From an optimization exercise on the open Yosys and OpenROAD flow, aimed at small area; shortcuts taken in it are not production practice.
In this exercise RTL edits were held to simulation tests only and were not proved equivalent to the original.

==> flow/config.mk <==
export PLATFORM = sky130hd
export DESIGN_NAME = aos_sr_top
export DESIGN_NICKNAME = aos_sr_top
export VERILOG_FILES = /design/flow/design.v
export SDC_FILE = /design/flow/constraint.sdc
export NUM_CORES = 4
export LEC_CHECK = 0
export CAP_MARGIN = 20
export CORE_MARGIN = 2
export CORE_UTILIZATION = 40
export SLEW_MARGIN = 20
==> flow/constraint.sdc <==
create_clock -name core_clock -period 5.0 [get_ports {clk}]
set_input_delay 1.0000 -clock core_clock [delete_from_list [all_inputs] [get_ports {clk}]]
set_output_delay 1.0000 -clock core_clock [all_outputs]
set_load 0.01 [all_outputs]
==> flow/design.v <==
`default_nettype none
package aos_sr_responder_pkg;
  localparam int          SR_IDX_MAX_W    = 16;
  localparam logic [63:0] SR_TIMEOUT_DATA = 64'hFFFF_FFFF_FFFF_FFFF;
  typedef enum logic {SR_CONFIG = 1'b0, SR_APP = 1'b1} sr_region_t;
  typedef enum logic {SR_IDLE = 1'b0, SR_APP_WAIT = 1'b1} sr_resp_state_t;
  typedef struct packed {
    logic        valid;
    logic        isWrite;
    logic [31:0] addr;
    logic [63:0] data;
  } SoftRegReq;
  typedef struct packed {
    logic        valid;
    logic [63:0] data;
  } SoftRegResp;
  typedef struct packed {
    logic                    isApp;
    logic [SR_IDX_MAX_W-1:0] idx;
    logic [63:0]             snap;
  } SRPendEntry;
endpackage
`default_nettype wire
`default_nettype none
module aos_sr_responder_fifo #(
  parameter int WIDTH     = 8,
  parameter int LOG_DEPTH = 2
) (
  input  logic             clk,
  input  logic             rst,
  input  logic             enq,
  input  logic [WIDTH-1:0] enq_data,
  input  logic             deq,
  output logic [WIDTH-1:0] deq_data,
  output logic             full,
  output logic             empty
);
  localparam int               DEPTH    = 1 << LOG_DEPTH;
  localparam logic [LOG_DEPTH:0] CNT_FULL = (LOG_DEPTH + 1)'(DEPTH);
  logic [WIDTH-1:0]     mem_q [DEPTH];
  logic [LOG_DEPTH-1:0] wr_ptr_q, wr_ptr_d, rd_ptr_q, rd_ptr_d;
  logic [LOG_DEPTH:0]   count_q, count_d;
  logic                 do_enq, do_deq;
  assign full     = (count_q == CNT_FULL);
  assign empty    = (count_q == '0);
  assign do_deq   = deq && !empty;
  assign do_enq   = enq && (!full || do_deq);
  assign deq_data = mem_q[rd_ptr_q];
  always_comb begin
    wr_ptr_d = wr_ptr_q;
    rd_ptr_d = rd_ptr_q;
    count_d  = count_q;
    if (do_enq) wr_ptr_d = wr_ptr_q + 1'b1;
    if (do_deq) rd_ptr_d = rd_ptr_q + 1'b1;
    case ({do_enq, do_deq})
      2'b10:   count_d = count_q + 1'b1;
      2'b01:   count_d = count_q - 1'b1;
      default: count_d = count_q;
    endcase
  end
  always_ff @(posedge clk or posedge rst) begin
    if (rst) begin
      wr_ptr_q <= '0;
      rd_ptr_q <= '0;
      count_q  <= '0;
    end else begin
      wr_ptr_q <= wr_ptr_d;
      rd_ptr_q <= rd_ptr_d;
      count_q  <= count_d;
    end
  end
  always_ff @(posedge clk) begin
    if (do_enq) mem_q[wr_ptr_q] <= enq_data;
  end
endmodule
`default_nettype wire
`default_nettype none
module aos_sr_responder #(
  parameter int  NUM_REGS       = 16,
  parameter int  PEND_LOG_DEPTH = 2,
  parameter int  APP_TIMEOUT    = 255,
  localparam int IDX_W          = $clog2(NUM_REGS)
) (
  input  logic                      clk,
  input  logic                      rst,
  input  aos_sr_responder_pkg::SoftRegReq  sr_req,
  output aos_sr_responder_pkg::SoftRegResp sr_resp,
  output logic [NUM_REGS-1:0][63:0] cfg_regs,
  output logic                      app_wr_valid,
  output logic [IDX_W-1:0]          app_wr_idx,
  output logic [63:0]               app_wr_data,
  output logic                      app_rd_valid,
  output logic [IDX_W-1:0]          app_rd_idx,
  input  logic                      app_rd_ack,
  input  logic [63:0]               app_rd_data,
  output logic                      err_sticky,
  output logic [15:0]               drop_count
);
  localparam int               TMR_W   = $clog2(APP_TIMEOUT + 1);
  localparam logic [TMR_W-1:0] TMR_MAX = TMR_W'(APP_TIMEOUT);
  logic [NUM_REGS-1:0][63:0] cfg_q, cfg_d;
  aos_sr_responder_pkg::SoftRegResp                resp_q, resp_d;
  logic                      app_wr_valid_q, app_wr_valid_d;
  logic [IDX_W-1:0]          app_wr_idx_q, app_wr_idx_d;
  logic [63:0]               app_wr_data_q, app_wr_data_d;
  logic                      app_rd_valid_q, app_rd_valid_d;
  logic [IDX_W-1:0]          app_rd_idx_q, app_rd_idx_d;
  logic                      err_q, err_d;
  logic [15:0]               drop_q, drop_d;
  aos_sr_responder_pkg::sr_resp_state_t            state_q, state_d;
  logic [TMR_W-1:0]          timer_q, timer_d;
  logic [IDX_W-1:0] req_idx;
  aos_sr_responder_pkg::sr_region_t       req_region;
  logic             req_oor, rd_req, enq, pop, fifo_full, fifo_empty;
  aos_sr_responder_pkg::SRPendEntry       enq_entry, head_entry;
  logic             unused_head_idx;
  assign req_idx         = sr_req.addr[IDX_W-1:0];
  assign req_region      = aos_sr_responder_pkg::sr_region_t'(sr_req.addr[IDX_W]);
  assign req_oor         = |sr_req.addr[31:IDX_W+1];
  assign rd_req          = sr_req.valid && !sr_req.isWrite;
  assign enq             = rd_req && (!fifo_full || pop);
  assign unused_head_idx = ^head_entry.idx;
  always_comb begin
    cfg_d          = cfg_q;
    app_wr_valid_d = 1'b0;
    app_wr_idx_d   = app_wr_idx_q;
    app_wr_data_d  = app_wr_data_q;
    if (sr_req.valid && sr_req.isWrite && !req_oor) begin
      if (req_region == aos_sr_responder_pkg::SR_CONFIG) begin
        cfg_d[req_idx] = sr_req.data;
      end else begin
        app_wr_valid_d = 1'b1;
        app_wr_idx_d   = req_idx;
        app_wr_data_d  = sr_req.data;
      end
    end
  end
  always_comb begin
    enq_entry                  = '0;
    enq_entry.isApp            = !req_oor && (req_region == aos_sr_responder_pkg::SR_APP);
    enq_entry.idx[IDX_W-1:0]   = req_idx;
    if (!req_oor && (req_region == aos_sr_responder_pkg::SR_CONFIG)) enq_entry.snap = cfg_q[req_idx];
  end
  always_comb begin
    state_d        = state_q;
    timer_d        = timer_q;
    pop            = 1'b0;
    resp_d.valid   = 1'b0;
    resp_d.data    = resp_q.data;
    app_rd_valid_d = app_rd_valid_q;
    app_rd_idx_d   = app_rd_idx_q;
    err_d          = err_q;
    drop_d         = drop_q;
    case (state_q)
      aos_sr_responder_pkg::SR_IDLE: begin
        if (!fifo_empty) begin
          if (head_entry.isApp) begin
            app_rd_valid_d = 1'b1;
            app_rd_idx_d   = head_entry.idx[IDX_W-1:0];
            timer_d        = '0;
            state_d        = aos_sr_responder_pkg::SR_APP_WAIT;
          end else begin
            pop          = 1'b1;
            resp_d.valid = 1'b1;
            resp_d.data  = head_entry.snap;
          end
        end
      end
      aos_sr_responder_pkg::SR_APP_WAIT: begin
        if (app_rd_ack) begin
          pop            = 1'b1;
          resp_d.valid   = 1'b1;
          resp_d.data    = app_rd_data;
          app_rd_valid_d = 1'b0;
          state_d        = aos_sr_responder_pkg::SR_IDLE;
        end else if (timer_q == TMR_MAX) begin
          pop            = 1'b1;
          resp_d.valid   = 1'b1;
          resp_d.data    = aos_sr_responder_pkg::SR_TIMEOUT_DATA;
          err_d          = 1'b1;
          app_rd_valid_d = 1'b0;
          state_d        = aos_sr_responder_pkg::SR_IDLE;
        end else begin
          timer_d = timer_q + TMR_W'(1);
        end
      end
      default: state_d = aos_sr_responder_pkg::SR_IDLE;
    endcase
    if (rd_req && fifo_full && !pop) begin
      err_d = 1'b1;
      if (drop_q != 16'hFFFF) drop_d = drop_q + 16'd1;
    end
  end
  always_ff @(posedge clk or posedge rst) begin
    if (rst) begin
      cfg_q          <= '0;
      resp_q         <= '0;
      app_wr_valid_q <= 1'b0;
      app_wr_idx_q   <= '0;
      app_wr_data_q  <= '0;
      app_rd_valid_q <= 1'b0;
      app_rd_idx_q   <= '0;
      err_q          <= 1'b0;
      drop_q         <= '0;
      state_q        <= aos_sr_responder_pkg::SR_IDLE;
      timer_q        <= '0;
    end else begin
      cfg_q          <= cfg_d;
      resp_q         <= resp_d;
      app_wr_valid_q <= app_wr_valid_d;
      app_wr_idx_q   <= app_wr_idx_d;
      app_wr_data_q  <= app_wr_data_d;
      app_rd_valid_q <= app_rd_valid_d;
      app_rd_idx_q   <= app_rd_idx_d;
      err_q          <= err_d;
      drop_q         <= drop_d;
      state_q        <= state_d;
      timer_q        <= timer_d;
    end
  end
  aos_sr_responder_fifo #(
    .WIDTH     ($bits(enq_entry)),
    .LOG_DEPTH (PEND_LOG_DEPTH)
  ) u_pend_fifo (
    .clk      (clk),
    .rst      (rst),
    .enq      (enq),
    .enq_data (enq_entry),
    .deq      (pop),
    .deq_data (head_entry),
    .full     (fifo_full),
    .empty    (fifo_empty)
  );
  assign sr_resp      = resp_q;
  assign cfg_regs     = cfg_q;
  assign app_wr_valid = app_wr_valid_q;
  assign app_wr_idx   = app_wr_idx_q;
  assign app_wr_data  = app_wr_data_q;
  assign app_rd_valid = app_rd_valid_q;
  assign app_rd_idx   = app_rd_idx_q;
  assign err_sticky   = err_q;
  assign drop_count   = drop_q;
endmodule
`default_nettype wire
`default_nettype none
module aos_sr_top (
  input  logic          clk,
  input  logic          rst,
  input  logic          sr_req_valid,
  input  logic          sr_req_iswrite,
  input  logic [31:0]   sr_req_addr,
  input  logic [63:0]   sr_req_data,
  output logic          sr_resp_valid,
  output logic [63:0]   sr_resp_data,
  output logic [1023:0] cfg_regs,
  output logic          app_wr_valid,
  output logic [3:0]    app_wr_idx,
  output logic [63:0]   app_wr_data,
  output logic          app_rd_valid,
  output logic [3:0]    app_rd_idx,
  input  logic          app_rd_ack,
  input  logic [63:0]   app_rd_data,
  output logic          err_sticky,
  output logic [15:0]   drop_count
);
  aos_sr_responder_pkg::SoftRegReq             req;
  aos_sr_responder_pkg::SoftRegResp            resp;
  logic [15:0][63:0]     cfg;
  assign req.valid   = sr_req_valid;
  assign req.isWrite = sr_req_iswrite;
  assign req.addr    = sr_req_addr;
  assign req.data    = sr_req_data;
  assign sr_resp_valid = resp.valid;
  assign sr_resp_data  = resp.data;
  assign cfg_regs      = cfg;
  aos_sr_responder #(
    .NUM_REGS       (16),
    .PEND_LOG_DEPTH (2),
    .APP_TIMEOUT    (255)
  ) u_resp (
    .clk          (clk),
    .rst          (rst),
    .sr_req       (req),
    .sr_resp      (resp),
    .cfg_regs     (cfg),
    .app_wr_valid (app_wr_valid),
    .app_wr_idx   (app_wr_idx),
    .app_wr_data  (app_wr_data),
    .app_rd_valid (app_rd_valid),
    .app_rd_idx   (app_rd_idx),
    .app_rd_ack   (app_rd_ack),
    .app_rd_data  (app_rd_data),
    .err_sticky   (err_sticky),
    .drop_count   (drop_count)
  );
endmodule
`default_nettype wire
==> flow/run.sh <==
#!/bin/bash
# synth_recipe.tcl (not shown) runs the flow's synth.tcl, then flattens the netlist and writes it again
# the make line also repeats each setting of config.mk as NAME=value (left out here)
make -C /OpenROAD-flow-scripts/flow DESIGN_CONFIG=/design/flow/config.mk WORK_HOME=/design/flow/orfs CLKGATE_MAP_FILE= SYNTH_SCRIPT=/design/flow/synth_recipe.tcl finish
==> results.ini <==
[cts]
cts_sinks=1472
numCtsBuffers=164
cts_tree=yes
path_clk_slew_ns=0.06
cts_max_path_buffers=3
htreeDepth=4
cts_resized=0
clock_latency_ns=0.81
root_buffer=clkbuf_16
cts_hold_buffers=0
post_cts.repair.setup_buffers=0

[sta]
fin_crit_ns=3.82
tns_ns=0
relSlewSlack=0.243
finalHoldViolCount=0
worst_slew_pin_slew_ns=1.14
fmax_mhz=262
period_share=0.764
skew_ns=0.0532
rsz0062_at_grt=false
report.final.slew_viol_count=0
finalSetupViolations=0

[synthesis]
yosys.cell_count.top_type=dfrtp_1
postSynthCellCount=4197
synth_top_area_cell=dfrtp_1
ys.flop_type=dfrtp_1
synth_area_um2=63200
synth_top_area_share=0.474
ys_ff_latch=1472
ys_seq_area_frac=0.605
async_flop_share=0.813
synth_edf_count=276
yosys-top-cells-area=dfrtp_1 (47%), mux4_2 (14%), edfxtp_1 (13%)
syn_nets=4375
synth_area_per_cell_um2=15.1
synth.distinct_cells=58
ys.warnings.count=2
synth.top_cells.by_count=dfrtp_1 (1196), o2bb2ai_1 (591), nand2_1 (406)

[cells_and_area]
areaGrowthSynthToFinish_pct=33.8
final_net_count=5638
drive_gt1_frac=0.172

[floorplan]
rows=145
start_util=0.404
core_um2=157000
io-pin-count=1345
dieArea_um2=161000
die_h_um=401
die_width_um=401

[route]
wl_per_cell_um=41.3
vias=48600
drc=0
drtIter0Drc=5936
dr.pass1.iters=6
wirelength_um=317000
vias_per_cell=6.33
postRouteAntennaNets=0

[global_routing]
grt_first_pass_wirelength_um=431000
grt_max_degree=156
grt_pass1_vias=47300
overflow=0
grt_usage=0.388
antenna_found_initial=50

[critical_path]
startpoint=sr_req_addr[20]
cpPeakStageDelay_ns=0.90
cp-end-kind=flip-flop
critPathKind=input port to flip-flop
reg2reg_slack_ns=1.50
path_cells=clkdlybuf4s50_1 > nor4_1 > nand3_1 > nor4_2 > buf_4 > nand2_4 > buf_12 > o2bb2ai_1
critPathLaunchType=input port
cp_slowest_cell=nor4_1
arrival_ns=4.47
reg2reg_from=u_resp.state_q
required_ns=5.65
critPathMaxFanout=34

[pwr]
fin_total_pwr_mw=30.9
power.density_nw_per_um2=366
irDropWorstVdd_mv=0.325
p_leak_nw=34.2

[placement]
io_buffers=1344
hpwl_um=221000
globalplace.congestion=0.949

[min_path]
hp-class=flip-flop to flip-flop
hp-start=u_resp.err_q

[job]
maxCapViolations=0

[outcome]
run_status=complete, no violations

-- worst max-delay path, delay by kind of cell --
family | cells | cell delay (ns)
and+or+nand+nor | 4 | 2.12
buffers and inverters | 3 | 1.05
AOI/OAI and AO/OA | 1 | 0.20
-- placed cells by master, fill, tap and decap left out, drive strengths merged, types with 36 or more instances in the layout --
cell           synthesis  layout
buf                  154     107
clkbuf               196     245
clkdlybuf4s50          0    1340
clkinv                 0      36
dfrtp               1196    1196
edfxtp               276     276
mux2                 332     332
mux4                 388     388
nand2                409     409
nor2b                 68      68
nor3                 156     156
o21ai                214     214
o22ai                 49      49
o2bb2ai              591     591
-- layer usage --
metal / routed length (um) / vias up / global-route usage
li1: - / 18800 / -
met1: 120000 / 25700 / 0.508
met2: 137000 / 3287 / 0.555
met3: 38000 / 707 / 0.144
met4: 21400 / 34 / 0.223
met5: 215 / - / 0
-- through the flow --
stage	util	hold slack, ns	setup WS (ns)	instance area (um2)	instances
floorplan	-	0.439	-12.52	63200	4197
global placement	0.504	0.460	0.143	78900	7352
detailed placement	0.504	0.468	0.424	78900	7352
CTS	0.540	0.483	1.28	84500	7652
global route	0.540	0.510	1.30	84500	7661
finish	0.540	0.479	1.18	84500	7672
-- flip-flops by register name, indices dropped and copies added (netlist names) --
name / cells
u_resp.app_rd_idx_q: 4
u_resp.app_rd_valid_q: 1
u_resp.app_wr_data_q: 64
u_resp.app_wr_idx_q: 4
u_resp.app_wr_valid_q: 1
u_resp.cfg_q: 1024
u_resp.drop_q: 16
u_resp.err_q: 1
u_resp.resp_q: 65
u_resp.state_q: 1
u_resp.timer_q: 8
u_resp.u_pend_fifo.count_q: 3
u_resp.u_pend_fifo.mem_q: 276
u_resp.u_pend_fifo.rd_ptr_q: 2
u_resp.u_pend_fifo.wr_ptr_q: 2
-- report_power, final --
group / internal (mW) / switching [mW] / total [mW]
sequential: 12.8 / 0.452 / 13.3
combinational: 1.96 / 3.11 / 5.06
clock: 7.39 / 5.19 / 12.6
total: 22.2 / 8.74 / 30.9
-- cell type report --
class | count | area, um2
Antenna cell | 20 | 50.0
Fill cell | 13200 | 72000
Clock inverter | 55 | 636
Clock buffer | 245 | 4930
Tap cell | 2058 | 2570
Sequential cell | 1472 | 38200
Inverter | 16 | 66.3
Timing Repair Buffer | 1447 | 14800
Multi-Input combinational cell | 2359 | 23200
-- kinds of logic after synthesis --
kind of cell | count (synthesis) | synth area share
simple gates | 716 | 0.0529
compound gates | 880 | 0.107
flops | 1472 | 0.605
mux | 723 | 0.198
xor+xnor | 27 | 0.00374
fa+ha+maj | 13 | 0.00269
buf+inv | 366 | 0.0301
-- path summary, 6_finish.rpt --
path | cells after the start | endpoint
setup / recovery | 8 | u_resp.cfg_q[881]
hold / removal | 2 | u_resp.err_q
setup reg to reg | 6 | u_resp.u_pend_fifo.mem_q[1][53]
hold reg to reg | 2 | u_resp.err_q
max in group asynchronous | 4 | u_resp.cfg_q[828]
min in group asynchronous | 3 | u_resp.cfg_q[526]

-- re-timing with driven ports --
In the flow no input, the clock included, has a driving cell. The finished layout below was timed again as built, in two steps. Step 1 sets driving cells, clkbuf_16 on the clock port and buf_2 on the other inputs (assumed; they add their load-dependent delay and slew). Step 2 adds t to the input delays and takes it off the output delays; t is the mean of the earliest and latest rising clock arrival at the registers after step 1. Input paths then give back, and output paths get back, about the clock's delay inside the block. a / b / c = no drivers / after step 1 / after step 2; a / b = the first two.
shift t [ns]: 0.876
slack for setup (ns): 1.179 / 1.243 / 0.367
slew at the worst register clock pin (ns): 0.07 / 0.07
pins driven straight from the clock port: 1
After both steps setup and hold are still met in this run. For this run, drivers alone change the setup slack by +0.064 ns; drivers and shift together by -0.812 ns.
